This design comes from an exercise in tuning for small area on the open sky130 flow, not from production work. The RTL was checked by simulation tests, not by an equivalence proof against the original design. Power and IR drop assume default switching activity.

==> module ram64, before the edit <==
module ram64
#(
    parameter int DATA_WIDTH = DATA_WIDTH_DEFAULT
) (
    input  logic                    clk,
    input  logic                    reset,
    input  logic                    load,
    input  logic [RAM64_ADDR_W-1:0] address,
    input  logic [DATA_WIDTH-1:0]   in,
    output logic [DATA_WIDTH-1:0]   out
);
    localparam int HI_W = RAM64_ADDR_W - RAM8_ADDR_W;
    logic [RAM8_DEPTH-1:0]  hi_dec;      
    logic [RAM8_DEPTH-1:0]  hi_ld;       
    logic [RAM8_DEPTH-1:0]  lo_dec;      
    logic [RAM64_DEPTH-1:0] word_we;
    logic [RAM64_DEPTH-1:0] word_sel;
    logic [RAM64_DEPTH-1:0] valid;
    logic [DATA_WIDTH-1:0]  word_q   [RAM64_DEPTH];
    logic [DATA_WIDTH-1:0]  word_nxt [RAM64_DEPTH];
    always_comb begin
        for (int i = 0; i < RAM8_DEPTH; i++) begin
            hi_dec[i] = (address[RAM64_ADDR_W-1:RAM8_ADDR_W] == HI_W'(i));
            lo_dec[i] = (address[RAM8_ADDR_W-1:0] == RAM8_ADDR_W'(i));
        end
    end
    assign hi_ld = load ? hi_dec : '0;
    generate
        for (genvar gi = 0; gi < RAM64_DEPTH; gi++) begin : g_word
            assign word_we[gi]  = hi_ld[gi / RAM8_DEPTH] & lo_dec[gi % RAM8_DEPTH];
            assign word_sel[gi] = hi_dec[gi / RAM8_DEPTH] & lo_dec[gi % RAM8_DEPTH] & valid[gi];
            for (genvar bi = 0; bi < DATA_WIDTH; bi++) begin : g_bit
                ram64_hold u_hold (
                    .we   (word_we[gi]),
                    .hold (~word_we[gi]),
                    .d    (in[bi]),
                    .q    (word_q[gi][bi]),
                    .nxt  (word_nxt[gi][bi])
                );
            end
            always_ff @(posedge clk) begin
                word_q[gi] <= word_nxt[gi];
            end
        end
    endgenerate
    always_ff @(posedge clk or posedge reset) begin
        if (reset) begin
            valid <= '0;
        end else begin
            valid <= valid | word_we;
        end
    end
    generate
        for (genvar bi = 0; bi < DATA_WIDTH; bi++) begin : g_rd
            logic [RAM64_DEPTH-1:0] d;
            for (genvar wi = 0; wi < RAM64_DEPTH; wi++) begin : g_d
                assign d[wi] = word_q[wi][bi];
            end
            ram64_rdbit u_rd (
                .sel (word_sel),
                .d   (d),
                .y   (out[bi])
            );
        end
    endgenerate
endmodule
clock: 7.0 ns
lec_check: 0
cap_margin: 10
core_margin: 2
core_utilization: 50
cts_buf_list: sky130_fd_sc_hd__clkbuf_16
cts_cluster_diameter: 90
cts_cluster_size: 24
setup_slack_margin: 0.2
slew_margin: 10
synth_hierarchical: 1
standard.sh (not shown) runs the stock make flow with config.mk's settings and CLKGATE_MAP_FILE= SYNTH_SCRIPT=/design/flow/synth_recipe.tcl, a recipe that flattens the netlist after the stock synthesis.
==> flow/flow/run.sh <==
#!/bin/bash
set -euo pipefail
bash standard.sh \
  "CTS_ARGS=-sink_clustering_enable -repair_clock_nets -dont_use_dummy_load -sink_clustering_size 24 -sink_clustering_max_diameter 90 -buf_list sky130_fd_sc_hd__clkbuf_16" \
  "BUFFER_PORTS_ARGS=-buffer_cell sky130_fd_sc_hd__buf_1" \
  finish > flow_make.log 2>&1
==> next run, changes <==
--- a/flow/design.v
+++ b/flow/design.v
@@ -15,6 +15,12 @@
     output logic nxt
 );
     assign nxt = (we & d) | (hold & q);
+endmodule
+module ram64_wen (
+    input  logic hold,
+    output logic we
+);
+    assign we = ~hold;
 endmodule
 module ram64_ao3 (
     input  logic s0,
@@ -73,6 +79,7 @@
     logic [RAM8_DEPTH-1:0]  hi_dec;      
     logic [RAM8_DEPTH-1:0]  hi_ld;       
     logic [RAM8_DEPTH-1:0]  lo_dec;      
+    logic [RAM64_DEPTH-1:0] word_hold;
     logic [RAM64_DEPTH-1:0] word_we;
     logic [RAM64_DEPTH-1:0] word_sel;
     logic [RAM64_DEPTH-1:0] valid;
@@ -87,12 +94,16 @@
     assign hi_ld = load ? hi_dec : '0;
     generate
         for (genvar gi = 0; gi < RAM64_DEPTH; gi++) begin : g_word
-            assign word_we[gi]  = hi_ld[gi / RAM8_DEPTH] & lo_dec[gi % RAM8_DEPTH];
+            assign word_hold[gi] = ~(hi_ld[gi / RAM8_DEPTH] & lo_dec[gi % RAM8_DEPTH]);
+            ram64_wen u_wen (
+                .hold (word_hold[gi]),
+                .we   (word_we[gi])
+            );
             assign word_sel[gi] = hi_dec[gi / RAM8_DEPTH] & lo_dec[gi % RAM8_DEPTH] & valid[gi];
             for (genvar bi = 0; bi < DATA_WIDTH; bi++) begin : g_bit
                 ram64_hold u_hold (
                     .we   (word_we[gi]),
-                    .hold (~word_we[gi]),
+                    .hold (word_hold[gi]),
                     .d    (in[bi]),
                     .q    (word_q[gi][bi]),
                     .nxt  (word_nxt[gi][bi])
Fmax came out higher by 5.9%.
Worst setup slack improved by 0.37 ns.
Synthesized cell count came out lower by 1.6%.
Register-to-register slack got worse by 0.17 ns.
Sequential power is about the same.
Hold slack improved by 0.0066 ns.
Total power hardly moves.
Count of clock-buffer cells in the layout does not change.
Routed wire length came out lower by 2.2%.
First-iteration DRC count came out lower by 8.8%.
Core utilization stays flat.
Via count came out lower by 3.0%.
Sequential share of layout area came out higher by 0.79 points.
Cell count came out lower by 1.5%.

========
The RTL this note starts from:
==> flow/design.v <==
package ram_pkg;
    localparam int DATA_WIDTH_DEFAULT = 16;
    typedef logic [DATA_WIDTH_DEFAULT-1:0] word_t;
    localparam int RAM8_DEPTH   = 8;
    localparam int RAM64_DEPTH  = 64;
    localparam int RAM8_ADDR_W  = $clog2(RAM8_DEPTH);
    localparam int RAM64_ADDR_W = $clog2(RAM64_DEPTH);
    localparam int RAM64_BANKS  = RAM64_DEPTH / RAM8_DEPTH;
endpackage
module ram64_hold (
    input  logic we,
    input  logic hold,
    input  logic d,
    input  logic q,
    output logic nxt
);
    assign nxt = (we & d) | (hold & q);
endmodule
module ram64_ao3 (
    input  logic s0,
    input  logic d0,
    input  logic s1,
    input  logic d1,
    input  logic s2,
    input  logic d2,
    output logic y_n
);
    assign y_n = ~((s0 & d0) | (s1 & d1) | (s2 & d2));
endmodule
import ram_pkg::*;
module ram64_rdbit (
    input  logic [RAM64_DEPTH-1:0] sel,
    input  logic [RAM64_DEPTH-1:0] d,
    output logic                   y
);
    localparam int N3 = RAM64_DEPTH / 3;
    logic [N3-1:0] t_n;
    generate
        for (genvar gi = 0; gi < N3; gi++) begin : g_ao
            ram64_ao3 u_ao (
                .s0  (sel[3*gi]),
                .d0  (d[3*gi]),
                .s1  (sel[3*gi+1]),
                .d1  (d[3*gi+1]),
                .s2  (sel[3*gi+2]),
                .d2  (d[3*gi+2]),
                .y_n (t_n[gi])
            );
        end
    endgenerate
    logic rest;
    always_comb begin
        rest = 1'b0;
        for (int i = 3 * N3; i < RAM64_DEPTH; i++) begin
            rest |= sel[i] & d[i];
        end
    end
    assign y = rest | ~(&t_n);
endmodule
import ram_pkg::*;
module ram64
#(
    parameter int DATA_WIDTH = DATA_WIDTH_DEFAULT
) (
    input  logic                    clk,
    input  logic                    reset,
    input  logic                    load,
    input  logic [RAM64_ADDR_W-1:0] address,
    input  logic [DATA_WIDTH-1:0]   in,
    output logic [DATA_WIDTH-1:0]   out
);
    localparam int HI_W = RAM64_ADDR_W - RAM8_ADDR_W;
    logic [RAM8_DEPTH-1:0]  hi_dec;      
    logic [RAM8_DEPTH-1:0]  hi_ld;       
    logic [RAM8_DEPTH-1:0]  lo_dec;      
    logic [RAM64_DEPTH-1:0] word_we;
    logic [RAM64_DEPTH-1:0] word_sel;
    logic [RAM64_DEPTH-1:0] valid;
    logic [DATA_WIDTH-1:0]  word_q   [RAM64_DEPTH];
    logic [DATA_WIDTH-1:0]  word_nxt [RAM64_DEPTH];
    always_comb begin
        for (int i = 0; i < RAM8_DEPTH; i++) begin
            hi_dec[i] = (address[RAM64_ADDR_W-1:RAM8_ADDR_W] == HI_W'(i));
            lo_dec[i] = (address[RAM8_ADDR_W-1:0] == RAM8_ADDR_W'(i));
        end
    end
    assign hi_ld = load ? hi_dec : '0;
    generate
        for (genvar gi = 0; gi < RAM64_DEPTH; gi++) begin : g_word
            assign word_we[gi]  = hi_ld[gi / RAM8_DEPTH] & lo_dec[gi % RAM8_DEPTH];
            assign word_sel[gi] = hi_dec[gi / RAM8_DEPTH] & lo_dec[gi % RAM8_DEPTH] & valid[gi];
            for (genvar bi = 0; bi < DATA_WIDTH; bi++) begin : g_bit
                ram64_hold u_hold (
                    .we   (word_we[gi]),
                    .hold (~word_we[gi]),
                    .d    (in[bi]),
                    .q    (word_q[gi][bi]),
                    .nxt  (word_nxt[gi][bi])
                );
            end
            always_ff @(posedge clk) begin
                word_q[gi] <= word_nxt[gi];
            end
        end
    endgenerate
    always_ff @(posedge clk or posedge reset) begin
        if (reset) begin
            valid <= '0;
        end else begin
            valid <= valid | word_we;
        end
    end
    generate
        for (genvar bi = 0; bi < DATA_WIDTH; bi++) begin : g_rd
            logic [RAM64_DEPTH-1:0] d;
            for (genvar wi = 0; wi < RAM64_DEPTH; wi++) begin : g_d
                assign d[wi] = word_q[wi][bi];
            end
            ram64_rdbit u_rd (
                .sel (word_sel),
                .d   (d),
                .y   (out[bi])
            );
        end
    endgenerate
endmodule
export LEC_CHECK = 0
export CAP_MARGIN = 10
export CORE_MARGIN = 2
export CORE_UTILIZATION = 50
export CTS_BUF_LIST = sky130_fd_sc_hd__clkbuf_16
export CTS_CLUSTER_DIAMETER = 100
export CTS_CLUSTER_SIZE = 28
export SETUP_SLACK_MARGIN = 0.2
export SLEW_MARGIN = 10
export SYNTH_HIERARCHICAL = 1
create_clock -name core_clock -period 7.0 [get_ports {clk}]
==> flow/flow/run.sh <==
#!/bin/bash
set -euo pipefail
bash standard.sh \
  "CTS_ARGS=-sink_clustering_enable -repair_clock_nets -dont_use_dummy_load -sink_clustering_size 28 -sink_clustering_max_diameter 100 -buf_list sky130_fd_sc_hd__clkbuf_16" \
  "BUFFER_PORTS_ARGS=-buffer_cell sky130_fd_sc_hd__buf_1" \
  finish > flow_make.log 2>&1
Then changed:
--- a/flow/design.v
+++ b/flow/design.v
@@ -12,12 +12,18 @@
     input  logic hold,
     input  logic d,
     input  logic q,
     output logic nxt
 );
     assign nxt = (we & d) | (hold & q);
+endmodule
+module ram64_wen (
+    input  logic hold,
+    output logic we
+);
+    assign we = ~hold;
 endmodule
 module ram64_ao3 (
     input  logic s0,
     input  logic d0,
     input  logic s1,
     input  logic d1,
@@ -70,12 +76,13 @@
     output logic [DATA_WIDTH-1:0]   out
 );
     localparam int HI_W = RAM64_ADDR_W - RAM8_ADDR_W;
     logic [RAM8_DEPTH-1:0]  hi_dec;      
     logic [RAM8_DEPTH-1:0]  hi_ld;       
     logic [RAM8_DEPTH-1:0]  lo_dec;      
+    logic [RAM64_DEPTH-1:0] word_hold;
     logic [RAM64_DEPTH-1:0] word_we;
     logic [RAM64_DEPTH-1:0] word_sel;
     logic [RAM64_DEPTH-1:0] valid;
     logic [DATA_WIDTH-1:0]  word_q   [RAM64_DEPTH];
     logic [DATA_WIDTH-1:0]  word_nxt [RAM64_DEPTH];
     always_comb begin
@@ -84,18 +91,22 @@
             lo_dec[i] = (address[RAM8_ADDR_W-1:0] == RAM8_ADDR_W'(i));
         end
     end
     assign hi_ld = load ? hi_dec : '0;
     generate
         for (genvar gi = 0; gi < RAM64_DEPTH; gi++) begin : g_word
-            assign word_we[gi]  = hi_ld[gi / RAM8_DEPTH] & lo_dec[gi % RAM8_DEPTH];
+            assign word_hold[gi] = ~(hi_ld[gi / RAM8_DEPTH] & lo_dec[gi % RAM8_DEPTH]);
+            ram64_wen u_wen (
+                .hold (word_hold[gi]),
+                .we   (word_we[gi])
+            );
             assign word_sel[gi] = hi_dec[gi / RAM8_DEPTH] & lo_dec[gi % RAM8_DEPTH] & valid[gi];
             for (genvar bi = 0; bi < DATA_WIDTH; bi++) begin : g_bit
                 ram64_hold u_hold (
                     .we   (word_we[gi]),
-                    .hold (~word_we[gi]),
+                    .hold (word_hold[gi]),
                     .d    (in[bi]),
                     .q    (word_q[gi][bi]),
                     .nxt  (word_nxt[gi][bi])
                 );
             end
             always_ff @(posedge clk) begin
Result: The changed run produced a clean layout. Wire length falls by 2.1%. Count of clock-buffer cells in the layout does not change. First-iteration DRC count went down by 7.2%. Die area drops by 1.1%. Design area drops by about 1.5%. Fmax went up by about 6%. Via count came out lower by 2.6%. Synthesized cell count goes down by 1.6%. Worst setup slack improves by 0.37 ns.

[separate check: timing with driven ports]
The results above use ideal ports. As a check the final layouts listed here were re-extracted and re-timed, cells and wires unchanged. Step 1 sets driving cells, clkbuf_16 on the clock port and buf_2 on the other inputs (assumed; they add their load-dependent delay and slew). Step 2 times the ports against the registers' clock, not the clock port: input delays grow and output delays shrink by t, the midpoint of the rising clock arrivals with the driver on. a / b / c = no drivers / after step 1 / after step 2; a / b = the first two.
run	t (ns)	slack for setup (ns)	worst register clock-pin slew, ns
the first run of note 1	0.703	0.284 / 0.196 / 0.196	0.10 / 0.10
the second run of note 1	0.711	0.658 / 0.569 / 0.569	0.10 / 0.10
the first run of note 2	0.694	0.267 / 0.222 / 0.222	0.11 / 0.11
the second run of note 2	0.687	0.635 / 0.540 / 0.540	0.11 / 0.11
After both steps every run listed still meets setup and hold. For the second run of note 2, which loses most, drivers alone change the setup slack by -0.095 ns; drivers and shift together by -0.095 ns.
